What follows belongs to an exercise in optimizing a design on an open flow for small area, a short achievable clock period and few clock cycles per item; a production flow would make more cautious choices. Function was not checked in any run shown here: the RTL went through the layout flow alone. Power and IR drop assume default switching activity.

File: flow/config.mk
export PLATFORM = sky130hd
export DESIGN_NAME = execute_md
export DESIGN_NICKNAME = execute_md
export VERILOG_FILES = /design/flow/design.v
export SDC_FILE = /design/flow/constraint.sdc
export NUM_CORES = 4
export LEC_CHECK = 0
export CAP_MARGIN = 20
export CORE_MARGIN = 2
export CORE_UTILIZATION = 40
export SETUP_SLACK_MARGIN = 1.0
export SLEW_MARGIN = 20
File: flow/constraint.sdc
create_clock -name core_clock -period 6.0 [get_ports {clk}]
set_input_delay 1.2000 -clock core_clock [delete_from_list [all_inputs] [get_ports {clk}]]
set_output_delay 1.2000 -clock core_clock [all_outputs]
set_load 0.01 [all_outputs]
File: flow/design.v
module execute_md #(
    parameter int unsigned MUL_STEP = 4
) (
    input  logic        clk,
    input  logic        rst,
    input  logic        valid_id_ex,
    input  logic        flush_id_ex,
    input  logic        mem_stall,
    input  logic [3:0]  alu_op_id_ex,
    input  logic        alu_sel_id_ex,
    input  logic [3:0]  md_op_id_ex,
    input  logic [31:0] imm_id_ex,
    input  logic [31:0] rs_data_id_ex,
    input  logic [31:0] rt_data_id_ex,
    input  logic        mem_en_id_ex,
    input  logic        rd_en_id_ex,
    input  logic        rd_data_sel_id_ex,
    input  logic [4:0]  rd_addr_id_ex,
    output logic        stall_ex_id,
    output logic        valid_ex_mem,
    output logic [31:0] alu_data_ex_mem,
    output logic [31:0] rt_data_ex_mem,
    output logic        rd_en_ex_mem,
    output logic        mem_en_ex_mem,
    output logic        rd_data_sel_ex_mem,
    output logic [4:0]  rd_addr_ex_mem,
    output logic        md_busy
);
    localparam int unsigned DIV_R = 2;               
    localparam int unsigned DIV_STEPS = 32 / DIV_R;
    logic w_mul, w_mul_s, w_div, w_div_s, w_mthi, w_mtlo, w_mfhi, w_mflo;
    logic w_rd_block, w_hilo_op, w_interlock, w_accept;
    logic r_busy;
    always_comb begin
        w_mul   = (md_op_id_ex == 4'd1) || (md_op_id_ex == 4'd2);
        w_mul_s = (md_op_id_ex == 4'd1);
        w_div   = (md_op_id_ex == 4'd8) || (md_op_id_ex == 4'd9);
        w_div_s = (md_op_id_ex == 4'd8);
        w_mfhi  = (md_op_id_ex == 4'd3);
        w_mflo  = (md_op_id_ex == 4'd4);
        w_mthi  = (md_op_id_ex == 4'd5);
        w_mtlo  = (md_op_id_ex == 4'd6);
        w_rd_block  = w_mul | w_div | w_mthi | w_mtlo;
        w_hilo_op   = w_rd_block | w_mfhi | w_mflo;
        w_interlock = valid_id_ex & ~flush_id_ex & w_hilo_op & r_busy;
        w_accept    = valid_id_ex & ~flush_id_ex & ~mem_stall & ~w_interlock;
        stall_ex_id = mem_stall | w_interlock;
    end
    logic [31:0] w_a, w_b, w_alu_res, w_sh_in, w_sh_out;
    logic [32:0] w_sum, w_sh_wide;
    logic [33:0] w_sum2;
    logic        w_sub, w_sll, w_fill, w_lt, w_ltu;
    function automatic logic [31:0] rev32(input logic [31:0] v);
        for (int i = 0; i < 32; i++) rev32[i] = v[31-i];
    endfunction
    always_comb begin
        w_a    = rs_data_id_ex;
        w_b    = alu_sel_id_ex ? imm_id_ex : rt_data_id_ex;
        w_sub  = (alu_op_id_ex == 4'd1) || (alu_op_id_ex == 4'd6) || (alu_op_id_ex == 4'd7);
        w_sum2 = {1'b0, w_a, 1'b1} + {1'b0, w_b ^ {32{w_sub}}, w_sub};
        w_sum  = w_sum2[33:1];
        w_ltu  = ~w_sum[32];
        w_lt   = (w_a[31] ^ w_b[31]) ? w_a[31] : w_sum[31];
        w_sll  = (alu_op_id_ex == 4'd8);
        w_fill = (alu_op_id_ex == 4'd10) & w_a[31];
        w_sh_in   = w_sll ? rev32(w_a) : w_a;
        w_sh_wide = $signed({w_fill, w_sh_in}) >>> w_b[4:0];
        w_sh_out  = w_sll ? rev32(w_sh_wide[31:0]) : w_sh_wide[31:0];
        case (alu_op_id_ex)
            4'd0, 4'd1:        w_alu_res = w_sum[31:0];
            4'd2:              w_alu_res = w_a & w_b;
            4'd3:              w_alu_res = w_a | w_b;
            4'd4:              w_alu_res = w_a ^ w_b;
            4'd5:              w_alu_res = ~(w_a | w_b);
            4'd6:              w_alu_res = {31'd0, w_lt};
            4'd7:              w_alu_res = {31'd0, w_ltu};
            4'd8, 4'd9, 4'd10: w_alu_res = w_sh_out;
            4'd11:             w_alu_res = {w_b[15:0], 16'd0};
            default:           w_alu_res = '0;
        endcase
    end
    logic [33:0] r_hi;       
    logic [31:0] r_lo;
    logic [32:0] r_op;       
    logic        r_cin;      
    logic [4:0]  r_cnt;      
    logic        r_div;      
    logic        r_setup;    
    logic        r_dzero;    
    logic [1:0]  r_align;    
    logic [1:0]  r_sh;       
    logic        r_ep;       
    logic        r_xp;       
    logic [5:0]  r_bsel;     
    logic        r_hi_neg;   
    logic        r_lo_neg;   
    function automatic logic [1:0] mag_class(input logic [31:0] v, input logic sgn);
        logic s, f8, f16;
        s   = sgn & v[31];
        f8  = s ? (&v[31:7])  : ~|v[31:8];
        f16 = s ? (&v[31:15]) : ~|v[31:16];
        mag_class = f8 ? 2'd0 : (f16 ? 2'd1 : 2'd2);
    endfunction
    logic [1:0]  w_cls_rs, w_cls_rt, w_cls;
    logic        w_swap, w_ys, w_ytop;
    logic [31:0] w_mplier, w_mcand;
    always_comb begin
        w_cls_rs = mag_class(rs_data_id_ex, w_mul_s);
        w_cls_rt = mag_class(rt_data_id_ex, w_mul_s);
        w_swap   = (w_cls_rs < w_cls_rt);
        w_cls    = w_swap ? w_cls_rs : w_cls_rt;
        w_mplier = w_swap ? rs_data_id_ex : rt_data_id_ex;
        w_mcand  = w_swap ? rt_data_id_ex : rs_data_id_ex;
        w_ys     = w_mul_s & w_mplier[31];
        w_ytop   = (w_cls == 2'd0) ? w_mplier[7] : (w_cls == 2'd1) ? w_mplier[15] : w_mplier[31];
    end
    function automatic logic [31:0] neg_if(input logic [31:0] x, input logic neg);
        logic [31:0] below;
        below[0] = 1'b0;
        for (int i = 1; i < 32; i++) below[i] = below[i-1] | x[i-1];
        neg_if = x ^ ({32{neg}} & below);
    endfunction
    logic        w_n_neg, w_d_neg;
    logic [31:0] w_n_abs;
    always_comb begin
        w_n_neg = w_div_s & rs_data_id_ex[31];
        w_d_neg = w_div_s & rt_data_id_ex[31];
        w_n_abs = neg_if(rs_data_id_ex, w_n_neg);
    end
    function automatic logic [2:0] booth_enc(input logic [2:0] y);
        booth_enc[0] = y[1] ^ y[0];
        booth_enc[1] = (y[2] & ~y[1] & ~y[0]) | (~y[2] & y[1] & y[0]);
        booth_enc[2] = y[2] & ~(y[1] & y[0]);
    endfunction
    function automatic logic [34:0] booth_pp(input logic [32:0] x, input logic [2:0] e);
        booth_pp = (({35{e[0]}} & {{2{x[32]}}, x}) | ({35{e[1]}} & {x[32], x, 1'b0})) ^ {35{e[2]}};
    endfunction
    logic [34:0] w_pp0, w_pp1;
    logic [37:0] w_macc;
    logic [64:0] w_mul_p;
    logic [63:0] w_mul_fin;
    always_comb begin
        w_pp0   = booth_pp(r_op, r_bsel[2:0]);
        w_pp1   = booth_pp(r_op, r_bsel[5:3]);
        w_macc  = {{4{r_hi[33]}}, r_hi}
                + {{3{w_pp0[34]}}, w_pp0}
                + {w_pp1[34], w_pp1, 1'b0, r_bsel[2]}
                + (({38{r_xp}} & {r_op[32], r_op, 4'b0000}) | {35'd0, r_bsel[5], 2'b00});
        w_mul_p = {w_macc[36:0], r_lo[31:4]};
        w_mul_fin = ({64{r_sh == 2'd0}} & w_mul_p[63:0])
                  | ({64{r_sh == 2'd1}} & 64'($signed(w_mul_p) >>> 16))
                  | ({64{r_sh == 2'd2}} & 64'($signed(w_mul_p) >>> 24));
    end
    function automatic logic [33:0] dsub(input logic [32:0] x, input logic [32:0] op,
                                         input logic cin);
        logic [34:0] t;
        t    = {1'b0, x, 1'b1} + {1'b1, op, cin};
        dsub = t[34:1];
    endfunction
    logic [33:0] w_t1, w_t2;
    logic        w_q1, w_q2;
    logic [31:0] w_r1, w_r2, w_div_hi, w_div_lo;
    always_comb begin
        w_t1 = dsub({r_hi[31:0], r_lo[31]}, r_op, r_cin);
        w_q1 = ~w_t1[33];
        w_r1 = w_q1 ? w_t1[31:0] : {r_hi[30:0], r_lo[31]};
        if (DIV_R == 2) begin
            w_t2 = dsub({w_r1, r_lo[30]}, r_op, r_cin);
            w_q2 = ~w_t2[33];
            w_r2 = w_q2 ? w_t2[31:0] : {w_r1[30:0], r_lo[30]};
            w_div_hi = w_r2;
            w_div_lo = {r_lo[29:0], w_q1, w_q2};
        end else begin
            w_t2 = '0;
            w_q2 = 1'b0;
            w_r2 = '0;
            w_div_hi = w_r1;
            w_div_lo = {r_lo[30:0], w_q1};
        end
    end
    logic        w_lt32, w_lt16;
    logic [33:0] w_c32, w_c16;
    always_comb begin
        w_c32  = dsub({1'b0, r_lo}, r_op, r_cin);
        w_c16  = dsub({17'd0, r_lo[31:16]}, r_op, r_cin);
        w_lt32 = w_c32[33];
        w_lt16 = w_c16[33];
    end
    logic        w_dfin, w_dskip, w_sel_m, w_sel_d, w_sel_o;
    logic [33:0] w_hi_o, w_hi_d;
    logic [31:0] w_lo_o, w_lo_d;
    always_comb begin
        w_dfin  = r_setup & (r_dzero | w_lt32);
        w_dskip = r_setup & ~w_dfin & w_lt16;
        w_sel_m = ~rst & r_busy & ~r_div;
        w_sel_d = ~rst & r_busy & r_div & ~w_dfin & ~w_dskip;
        w_sel_o = ~rst & ~w_sel_m & ~w_sel_d;
        if (r_busy) begin
            w_hi_o = w_dfin ? {2'b00, r_lo} : {18'd0, r_lo[31:16]};
            w_lo_o = w_dfin ? (r_dzero ? 32'hFFFF_FFFF : 32'd0) : {r_lo[15:0], 16'd0};
        end else begin
            w_hi_o = r_hi;
            w_lo_o = r_lo;
            if (w_accept & w_mul) begin
                w_hi_o = '0;
                w_lo_o = w_mplier;
            end else if (w_accept & w_div) begin
                w_hi_o = '0;
                w_lo_o = w_n_abs;
            end else if (w_accept & w_mthi) begin
                w_hi_o = {2'b00, rs_data_id_ex};
            end else if (w_accept & w_mtlo) begin
                w_lo_o = rs_data_id_ex;
            end
        end
        w_hi_d = ({34{w_sel_m}} & {w_macc[37:36], w_mul_fin[63:32]})
               | ({34{w_sel_d}} & {2'b00, w_div_hi})
               | ({34{w_sel_o}} & w_hi_o);
        w_lo_d = ({32{w_sel_m}} & w_mul_fin[31:0])
               | ({32{w_sel_d}} & w_div_lo)
               | ({32{w_sel_o}} & w_lo_o);
    end
    always_ff @(posedge clk) begin
        r_hi <= w_hi_d;
        r_lo <= w_lo_d;
    end
    always_ff @(posedge clk) begin
        if (rst) begin
            r_busy   <= 1'b0;
            r_hi_neg <= 1'b0;
            r_lo_neg <= 1'b0;
        end else if (r_busy) begin
            if (r_div) begin
                r_setup <= 1'b0;
                r_cnt   <= r_cnt - 5'd1;
                if (w_dfin) begin
                    r_busy <= 1'b0;
                end else if (w_dskip) begin
                    r_cnt <= 5'(16 / DIV_R - 1);
                end else if (r_cnt == 5'd0) begin
                    r_busy <= 1'b0;
                end
            end else begin
                r_cnt  <= r_cnt - 5'd1;
                r_bsel <= {booth_enc(r_lo[7:5]), booth_enc(r_lo[5:3])};
                r_sh   <= (r_cnt == 5'd1) ? r_align : 2'd0;
                r_xp   <= r_ep & (r_cnt == 5'd1);
                if (r_cnt == 5'd0) r_busy <= 1'b0;
            end
        end else if (w_accept & w_mul) begin
            r_busy   <= 1'b1;
            r_div    <= 1'b0;
            r_op     <= {w_mul_s & w_mcand[31], w_mcand};
            r_ep     <= ~w_ys & w_ytop;
            r_bsel   <= {booth_enc(w_mplier[3:1]), booth_enc({w_mplier[1:0], 1'b0})};
            r_sh     <= 2'd0;
            r_xp     <= 1'b0;
            r_align  <= (w_cls == 2'd0) ? 2'd2 : (w_cls == 2'd1) ? 2'd1 : 2'd0;
            r_cnt    <= (w_cls == 2'd0) ? 5'd1 : (w_cls == 2'd1) ? 5'd3 : 5'd7;
            r_hi_neg <= 1'b0;
            r_lo_neg <= 1'b0;
        end else if (w_accept & w_div) begin
            r_busy   <= 1'b1;
            r_div    <= 1'b1;
            r_setup  <= 1'b1;
            r_op     <= {1'b1, w_d_neg ? rt_data_id_ex : ~rt_data_id_ex};
            r_cin    <= ~w_d_neg;
            r_dzero  <= (rt_data_id_ex == 32'd0);
            r_cnt    <= 5'(DIV_STEPS - 1);
            r_hi_neg <= w_n_neg;
            r_lo_neg <= (w_n_neg ^ w_d_neg) & (rt_data_id_ex != 32'd0);
        end else if (w_accept & w_mthi) begin
            r_hi_neg <= 1'b0;
        end else if (w_accept & w_mtlo) begin
            r_lo_neg <= 1'b0;
        end
    end
    logic [31:0] w_hl, w_hl_val;
    logic        w_hl_neg;
    always_comb begin
        w_hl     = w_mfhi ? r_hi[31:0] : r_lo;
        w_hl_neg = w_mfhi ? r_hi_neg : r_lo_neg;
        w_hl_val = neg_if(w_hl, w_hl_neg);
    end
    logic        r_valid, r_rd_en, r_mem_en, r_rd_sel;
    logic [31:0] r_alu_data, r_rt_data;
    logic [4:0]  r_rd_addr;
    always_ff @(posedge clk) begin
        if (rst) begin
            r_valid  <= 1'b0;
            r_rd_en  <= 1'b0;
            r_mem_en <= 1'b0;
        end else if (!mem_stall) begin
            r_valid  <= w_accept;
            r_rd_en  <= w_accept & rd_en_id_ex & ~w_rd_block;
            r_mem_en <= w_accept & mem_en_id_ex;
        end
    end
    always_ff @(posedge clk) begin
        if (!mem_stall) begin
            r_alu_data <= (w_mfhi | w_mflo) ? w_hl_val : w_alu_res;
            r_rt_data  <= rt_data_id_ex;
            r_rd_sel   <= rd_data_sel_id_ex;
            r_rd_addr  <= rd_addr_id_ex;
        end
    end
    assign valid_ex_mem       = r_valid;
    assign alu_data_ex_mem    = r_alu_data;
    assign rt_data_ex_mem     = r_rt_data;
    assign rd_en_ex_mem       = r_rd_en;
    assign mem_en_ex_mem      = r_mem_en;
    assign rd_data_sel_ex_mem = r_rd_sel;
    assign rd_addr_ex_mem     = r_rd_addr;
    assign md_busy            = r_busy;
endmodule
File: flow/run.sh
#!/bin/bash
# synth_recipe.tcl (not shown) runs the flow's synth.tcl, then flattens the netlist and writes it again
# the make line also repeats each setting of config.mk as NAME=value (left out here)
make -C /OpenROAD-flow-scripts/flow DESIGN_CONFIG=/design/flow/config.mk WORK_HOME=/design/flow/orfs CLKGATE_MAP_FILE= SYNTH_SCRIPT=/design/flow/synth_recipe.tcl finish
==> results of run 1 <==
[where the power goes]
| part | internal, mW | switching (mW) | leakage [nW] |
|---|---|---|---|
| logic | 1.13 | 1.77 | 12.9 |
| clock network | 0.558 | 0.715 | 0.289 |
| registers | 1.51 | 0.0606 | 1.76 |
[state kept, by name, summed over array words and instances (netlist names), 2 cells and up]
register and count:
r_lo 32, r_hi 34, r_sh 2, r_align 2, r_op 33, r_cnt 5, r_rt_data 32, r_bsel 6
r_rd_addr 5, r_alu_data 32
[timing repair]
item | CTS | global route
resized for setup | 60 | 164
endpoints found under the setup margin | 54 | 62
pin swaps | 34 | 70
gates cloned | 0 | 3
setup buffers | 21 | 40
[final cells by class]
class	instances	area (µm²)	share of cell area [%]
antenna	6	15.0	0.0410
clock buffer	17	425	1.16
clock inverter	15	161	0.441
inverter	139	526	1.44
multi-input combinational	3031	23800	65.1
sequential	196	5160	14.1
tap	959	1200	3.28
timing repair buffer	595	5280	14.4
[through the flow]
step / utilization, % / area (µm²) / worst slack [ns]
6_report: 50.2 / 36600 / 0.412
5_1_grt: 50.2 / 36600 / 0.279
4_1_cts: 48.7 / 35500 / 0.510
3_5_place_dp: 47.3 / 34400 / 0.184
3_3_place_gp: 47.3 / 34400 / 0.250
2_1_floorplan: - / 29600 / 0.866
[tightest hold or removal path: cells and delay by family, from the launching register on]
| kind | cells | cell delay, ns |
|---|---|---|
| simple gates | 1 | 0.07 |
| flops | 1 | 0.34 |
| compound gates | 1 | 0.06 |
[routing by layer]
metal,routed length (µm),up-vias
met1,58900,15700
li1,-,14300
met5,13,-
met4,15700,2
met3,16100,656
met2,65600,2193
[cells in the final DEF, fill, tap and decap left out, drive strengths merged, types with 71 or more instances in the layout]
cell type / n
nor3: 75
nand2: 259
dfxtp: 72
a21oi: 338
ha: 257
nor2: 286
inv: 142
mux2i: 210
clkdlybuf4s50: 191
fa: 71
o21ai: 252
edfxtp: 124
buf: 402
a22oi: 117
xnor2: 182
[cell families (layout without fill, tap and decap cells)]
logic type	Yosys count	after routing	synth area share, %
compound gates	1243	1243	28.1
xor+xnor	248	248	7.39
fa+ha+maj	328	328	15.8
buf+inv	390	766	5.38
flops	196	196	17.6
mux	264	264	10.3
other cells	0	6	0
simple gates	947	948	15.4
[path summary, 6_finish.rpt]
check | depth (start not counted) | end | from | slack, ns
worst max-delay path | 23 | r_hi[1]$_DFF_P_ | r_cin$_DFFE_PP_ | 0.41
worst min-delay path | 2 | r_hi_neg$_SDFFE_PP0P_ | r_hi_neg$_SDFFE_PP0P_ | 0.50
worst max register to register | 23 | r_hi[1]$_DFF_P_ | r_cin$_DFFE_PP_ | 0.41
worst min register to register | 2 | r_hi_neg$_SDFFE_PP0P_ | r_hi_neg$_SDFFE_PP0P_ | 0.50
==> PnR_summary.wiki, run 1 <==
{| class="wikitable"
! Metric !! Value
|-
| Outcome || complete, no violations
|-
| Routability congestion estimate from global placement || 1.08
|-
| First-pass GRT wire length || 220 mm
|-
| GRT met1 Usage || 49.1%
|-
| Leakage power total || 14.9 nW
|-
| Pin count of the biggest net entering global routing || 58
|-
| Initial Utilization || 40.3%
|-
| Flops & latches, synth || 196
|-
| PnR Total Power || 5.75 mW
|-
| Clk Latency, worst-skew pair || 0.53 ns
|-
| Final setup fails || 0
|-
| Antenna violation net count after detailed routing || 0
|-
| Library cells used by synthesis || 103
|-
| Worst path top cell family by delay || compound AO/OA/AOI/OAI gates
|-
| Slew Limit Fails || 0
|-
| Total iterations of the first detailed-routing run || 9
|-
| Post-synthesis net count || 4062
|-
| Worst-case vdd ir drop || 0.193 mV
|-
| Total congestion overflow || 0
|-
| Tightest Hold Check Type || reg -> reg
|-
| Measured slew at the worst slew-check pin || 1.01 ns
|-
| Growth of design area from synthesis to finish || 24.6%
|-
| Type of destination of the critical path || flip-flop
|-
| Met3 Resource Use GR || 9.65%
|-
| Met2 routing resource usage after global routing || 60.3%
|-
| Placed cells || 4855
|-
| Number of violations reported at the end of detailed-routing iteration 0 || 3988
|-
| Synth top area share || 12.7%
|-
| Residual DRC count || 0
|-
| Slowest CP cell || edfxtp_1
|-
| Share of synthesized area occupied by flip-flops and latches || 17.6%
|-
| # port buffers || 192
|-
| Largest fanout on the critical path || 19
|-
| Avg WL per Cell || 31.5 µm
|-
| Startpoint type of the worst setup path || flip-flop
|-
| Number of nets in the layout || 4426
|-
| Core area || 72800 µm²
|-
| Max cap viols || 0
|-
| CTS Buf Count || 17
|-
| Root buf cell || clkbuf_16
|-
| Kind of critical path || reg -> reg
|-
| Number of H-tree levels || 4
|-
| Tcrit/Tclk final || 93.1%
|-
| Half-perimeter wire length after placement || 122 mm
|-
| Routed WL || 156 mm
|-
| Number of antenna violations at the first check in global routing || 9
|-
| Cell types with the largest area share after synthesis || edfxtp_1, ha_1, mux2i_1
|-
| Non-filler instance count after layout || 4958
|-
| Time the final worst path needs with I/O delays and setup || 5.59 ns
|-
| Die height || 275 µm
|-
| Post-cts hold buffer count || 0
|-
| Via count || 32900
|-
| Number of buffer and inverter stages on the critical path || 5
|-
| Synthesized instance count || 3616
|-
| Clock-pin slew on the worst setup and hold paths || 0.10 ns
|-
| Leading area contributor after synthesis || edfxtp_1
|-
| Total routing resource utilization after global routing || 40.2%
|-
| Number of top-level pins || 193
|-
| Highest achievable clock rate || 179 MHz
|-
| Layout cells sized above 1 || 18.0%
|-
| Grt peak-use layer || met2
|-
| Pwr/cell area || 157 nW/µm²
|-
| CTS sink cnt || 196
|-
| Sum of negative setup slack || 0 ns
|-
| Number of synthesized flops with an enable pin || 124
|-
| Die width || 275 µm
|-
| Commonest cells in the netlist || a21oi_1, nor2_1, ha_1, nand2_1, o21ai_0
|-
| Share of async-settable or async-resettable flops after synthesis || 0%
|-
| Area of the die || 75600 µm²
|-
| Avg Inst Size Synth || 8.12 µm²
|-
| Clock Tree Buf Depth || 2
|-
| Worst Path Required || 6.42 ns
|-
| Via count of the first global-routing pass || 31000
|-
| Hold slack final || 0.504 ns
|-
| Leading register cell type out of synthesis || edfxtp_1
|-
| Final count of hold timing violations || 0
|-
| Detail-routed via count per cell || 6.64
|-
| Most frequently used cell type in the post-synthesis netlist || a21oi_1
|-
| Unrepaired setup endpoints after global routing || true
|-
| TritonCTS clock tree || built
|-
| Synth Cell Area || 29400 µm²
|-
| Data arrival time at the worst-slack endpoint || 6.01 ns
|-
| Final setup skew || 0.0250 ns
|-
| Cell breakdown of the critical path || fa_2, a211oi_4, o21ai_2, a21oi_2, a211oi_2, buf_4, o211ai_1, a31o_1, buf_6, nand2_8, buf_4, buf_6, a31o_2, ha_4, and2_1, a311oi_1, o211ai_1, o2111ai_2, a31oi_4, a221oi_4, buf_12, mux2_4, a221o_1
|-
| Tightest slew margin relative to the limit || 30.5%
|-
| Max incr delay on CP || 0.43 ns
|-
| Standard-cell rows || 99
|-
| Fillcell total || 7082
|-
| Number of warnings reported in the yosys synthesis log || 1
|}
==> inputs of run 2 (changes only) <==
--- a/flow/config.mk
+++ b/flow/config.mk
@@ -9,4 +9,5 @@
 export CORE_MARGIN = 2
 export CORE_UTILIZATION = 40
+export GPL_TIMING_DRIVEN = 0
 export SETUP_SLACK_MARGIN = 1.0
 export SLEW_MARGIN = 20
==> run 2 against run 1 <==
  * Largest power group unchanged
  * Still clean
  * Wire length rose by 11%
  * First-iteration DRC count rose by 36%
  * Core utilization fell by 0.091 points
==> PnR_summary.wiki, run 2 <==
{| class="wikitable"
! Metric !! Value
|-
| Number of top-level pins || 193 (unchanged)
|-
| Clk Latency, worst-skew pair || 0.54 ns (about the same)
|-
| Outcome || complete, no violations
|-
| Detail-routed via count per cell || 6.85 (+3.1%)
|-
| Leakage power total || 14.5 nW (-2.8%)
|-
| Sum of negative setup slack || 0 ns (unchanged)
|-
| Total iterations of the first detailed-routing run || 6 (-3)
|-
| Fraction of the mapped netlist area in simple logic gates || 15.4% (unchanged)
|-
| Tcrit/Tclk final || 97.5% (+4.4 points)
|-
| Max incr delay on CP || 0.86 ns (+0.43 ns)
|-
| CTS Buf Count || 17 (unchanged)
|-
| Slew Limit Fails || 0 (unchanged)
|-
| Via count || 33900 (+2.9%)
|-
| Total routing resource utilization after global routing || 44.7% (+4.5 points)
|-
| Worst-case vdd ir drop || 0.175 mV (-9.3%)
|-
| Startpoint type of the worst setup path || flip-flop
|-
| Combinational family with the most area after synthesis || compound AO/OA/AOI/OAI gates
|-
| Portion of netlist area occupied by mux cells || 10.3% (unchanged)
|-
| Die width || 275 µm (unchanged)
|-
| Measured slew at the worst slew-check pin || 1.26 ns (+0.251 ns)
|-
| Number of buffer and inverter stages on the critical path || 5 (unchanged)
|-
| Leading area contributor after synthesis || edfxtp_1
|-
| Number of nets in the layout || 4416 (-0.23%)
|-
| Register bank with the most flops || r_hi
|-
| Final setup fails || 0 (unchanged)
|-
| Growth of design area from synthesis to finish || 24.4%
|-
| Commonest cells after routing, fill and taps aside || a21oi_1, nor2_1, nand2_1
|-
| Layout cells sized above 1 || 14.6% (-3.4 points)
|-
| Max cap viols || 0 (unchanged)
|-
| Xor and xnor fraction of the mapped netlist area || 7.39% (unchanged)
|-
| Top flop regs || r_hi (34), r_op (33)
|-
| Clock Tree Buf Depth || 2 (unchanged)
|-
| Compound-cell area share of the yosys netlist || 28.1% (unchanged)
|-
| Antenna violation net count after detailed routing || 0 (unchanged)
|-
| Largest fanout on the critical path || 6 (-13)
|-
| Post-synthesis adder-cell area fraction || 15.8% (unchanged)
|-
| Worst path top cell family by delay || compound AO/OA/AOI/OAI gates
|-
| Standard-cell rows || 99 (unchanged)
|-
| Half-perimeter wire length after placement || 130 mm (+6.9%)
|-
| Number of synthesized flops with an enable pin || 124 (unchanged)
|-
| Slowest CP cell || dfxtp_1
|-
| Library cells used by synthesis || 103 (unchanged)
|-
| Commonest cells in the netlist || a21oi_1, nor2_1, ha_1, nand2_1, o21ai_0
|-
| Unrepaired setup endpoints after global routing || true
|-
| Tightest Hold Check Type || reg -> reg
|-
| Share of async-settable or async-resettable flops after synthesis || 0% (unchanged)
|-
| Synthesized instance count || 3616 (unchanged)
|-
| Share of synthesized area occupied by flip-flops and latches || 17.6% (unchanged)
|-
| Post-cts hold buffer count || 0 (unchanged)
|-
| Final setup skew || 0.0272 ns (+0.00224 ns)
|-
| Number of warnings reported in the yosys synthesis log || 1 (unchanged)
|-
| Leading register cell type out of synthesis || edfxtp_1
|-
| Initial Utilization || 40.3% (unchanged)
|-
| Largest register FFs || 34 (unchanged)
|-
| Via count of the first global-routing pass || 31400 (+1.2%)
|-
| Number of H-tree levels || 4 (unchanged)
|-
| Reg-to-reg setup timing slack || 0.15 ns (-0.26 ns)
|-
| Synth top area share || 12.7% (unchanged)
|-
| Tightest slew margin relative to the limit || 15.7% (-15 points)
|-
| First-pass GRT wire length || 238 mm (+8.1%)
|-
| Cell types with the largest area share after synthesis || edfxtp_1, ha_1, mux2i_1
|-
| # port buffers || 190 (-1.0%)
|-
| Worst Path Required || 6.40 ns (-0.02 ns)
|-
| Root buf cell || clkbuf_16
|-
| Post-synthesis net count || 4062 (unchanged)
|-
| Core area || 72800 µm² (unchanged)
|-
| Avg WL per Cell || 35.1 µm (+11%)
|-
| Timing startpoint of the critical path || r_hi[20]$_DFF_P_
|-
| Type of destination of the critical path || flip-flop
|-
| Number of violations reported at the end of detailed-routing iteration 0 || 5429 (+36%)
|-
| Highest achievable clock rate || 171 MHz (-4.5%)
|-
| Cell breakdown of the critical path || ha_1, a211oi_1, o21ai_0, o311ai_0, o211ai_1, inv_1, a31o_1, buf_6, nand2_8, buf_12, mux2_4, ha_4, a21oi_4, a21oi_2, o311ai_2, o211ai_1, o2111ai_2, a31oi_4, a221oi_4, buf_6, buf_6, mux2_4, a221o_1
|-
| Data arrival time at the worst-slack endpoint || 6.26 ns (+0.25 ns)
|-
| Final core occ || 50.2% (-0.091 points)
|-
| Kind of critical path || reg -> reg
|-
| Pwr/cell area || 156 nW/µm² (-0.37%)
|-
| Most used cell along the critical path || buf_6
|-
| Final count of hold timing violations || 0 (unchanged)
|-
| Synth Cell Area || 29400 µm² (unchanged)
|-
| TritonCTS clock tree || built
|-
| Total congestion overflow || 0 (unchanged)
|-
| Routability congestion estimate from global placement || 1.09 (+0.59%)
|-
| Area of the die || 75600 µm² (unchanged)
|-
| Most frequently used cell type in the post-synthesis netlist || a21oi_1
|-
| Worst r2r src || r_hi[20]$_DFF_P_
|-
| PnR Total Power || 5.71 mW (-0.55%)
|-
| Avg Inst Size Synth || 8.12 µm² (unchanged)
|-
| Number of antenna violations at the first check in global routing || 6 (-3)
|-
| Pin count of the biggest net entering global routing || 54 (-6.9%)
|-
| CTS sink cnt || 196 (unchanged)
|-
| Residual DRC count || 0 (unchanged)
|-
| Time the final worst path needs with I/O delays and setup || 5.85 ns (+0.264 ns)
|-
| Routed WL || 173 mm (+11%)
|-
| Flops & latches, synth || 196 (unchanged)
|-
| Setup crit end || r_hi[1]$_DFF_P_
|-
| Stages on worst setup path || 23 (unchanged)
|-
| Worst Reg2Reg Path Length in Cells || 23 (unchanged)
|-
| Most common cell after layout, fill and taps aside || a21oi_1
|-
| Endpoint of the worst register-to-register path || r_hi[1]$_DFF_P_
|-
| Die height || 275 µm (unchanged)
|-
| Clock-pin slew on the worst setup and hold paths || 0.09 ns (about the same)
|}
## run 2: cell counts after synthesis
No cell type changed its count.
## run 2: per-stage QoR
step           setup slack (ns)  hold slack, ns  std cells  area [µm²]
2_1_floorplan             0.866           0.461       3616       29600
5_1_grt                  0.0171           0.553       4942       36500
4_1_cts                   0.238           0.527       4903       35300
6_report                  0.147           0.524       4946       36500
3_3_place_gp             -0.847           0.471       4765       32700
3_5_place_dp             -0.851           0.502       4768       32800
## run 2: worst min path at each step
| stage | start | end | slack, ns | depth (start not counted) |
|---|---|---|---|---|
| global placement | r_rd_en$_SDFFE_PP0N_ | r_rd_en$_SDFFE_PP0N_ | 0.47 | 2 |
| floorplan | r_hi_neg$_SDFFE_PP0P_ | r_hi_neg$_SDFFE_PP0P_ | 0.46 | 2 |
| finish | r_rd_en$_SDFFE_PP0N_ | r_rd_en$_SDFFE_PP0N_ | 0.52 | 2 |
| global route | r_mem_en$_SDFFE_PP0N_ | r_mem_en$_SDFFE_PP0N_ | 0.55 | 2 |
| CTS | r_rd_en$_SDFFE_PP0N_ | r_rd_en$_SDFFE_PP0N_ | 0.53 | 2 |
| detailed placement | r_valid$_SDFFE_PP0N_ | r_valid$_SDFFE_PP0N_ | 0.50 | 2 |
## run 2: final cells by class
class,count,area [µm²]
diodes,4,10.0
well taps,959,1200
repair buffers,335,3450
inverters,139,527
fillers,7070,36300
clock buffers,17,425
plain buffers,251,1420
multi-input cells,3030,24100
flip-flops and latches,196,5200
clock inverters,15,239
## run 2: worst min-delay path: cells and delay by family, from the launching register on
family | cells | cell delay [ns]
compound gates | 1 | 0.07
flops | 1 | 0.35
simple gates | 1 | 0.07
## run 2: report_power, final
group,leakage (nW),internal [mW],total [mW],switching [mW]
registers,1.77,1.51,1.61,0.0979
clock network,0.317,0.625,1.34,0.717
logic,12.4,1.03,2.76,1.73
total,14.5,3.17,5.71,2.55
## run 2: cells by family after synthesis
family                     count (synthesis)
AOI/OAI and AO/OA                       1243
and+or+nand+nor                          947
buffers and inverters                    390
adders and majority gates                328
muxes                                    264
xor gates and xnor gates                 248
DFF                                      196
## run 2: timing repair
item                                    4_1_cts  5_1_grt
endpoints found under the setup margin       87       81
pin swaps                                    49       82
cloned                                        2        2
resized for setup                           229      178
setup buffers                               101       37
## run 2: per-layer routing
metal / vias to the layer above / wire [µm] / share of wire, % / track usage, %
met5: - / 21 / 0.012 / 0
met4: 4 / 18900 / 11 / 38.5
met3: 761 / 20900 / 12 / 12.1
met2: 2659 / 71300 / 41 / 65.8
met1: 16100 / 62500 / 36 / 53.9
li1: 14300 / - / - / -

## re-timing with driven ports
No port has a modelled driver above. Below, the same layouts with a new extraction and two added sets of constraints.
Step 1: set_driving_cell puts a clkbuf_16 on clk and a buf_2 on each other input, an assumption about the parent block.
Step 2 adds t to the input delays and takes it off the output delays; t is the mean of the earliest and latest rising clock arrival at the registers after step 1. Input paths then give back, and output paths get back, about the clock's delay inside the block.
Three values: ideal, step 1, step 2; two values: the first two.
| run | t (ns) | setup WS [ns] | worst setup path after step 2 | latest minus earliest clock arrival (ns) |
|---|---|---|---|---|
| run 1 | 0.591 | 0.412 / 0.412 / 0.412 | register to register | 0.027 / 0.027 |
| run 2 | 0.587 | 0.147 / 0.147 / 0.147 | register to register | 0.028 / 0.028 |
After both steps every run listed still meets setup and hold.
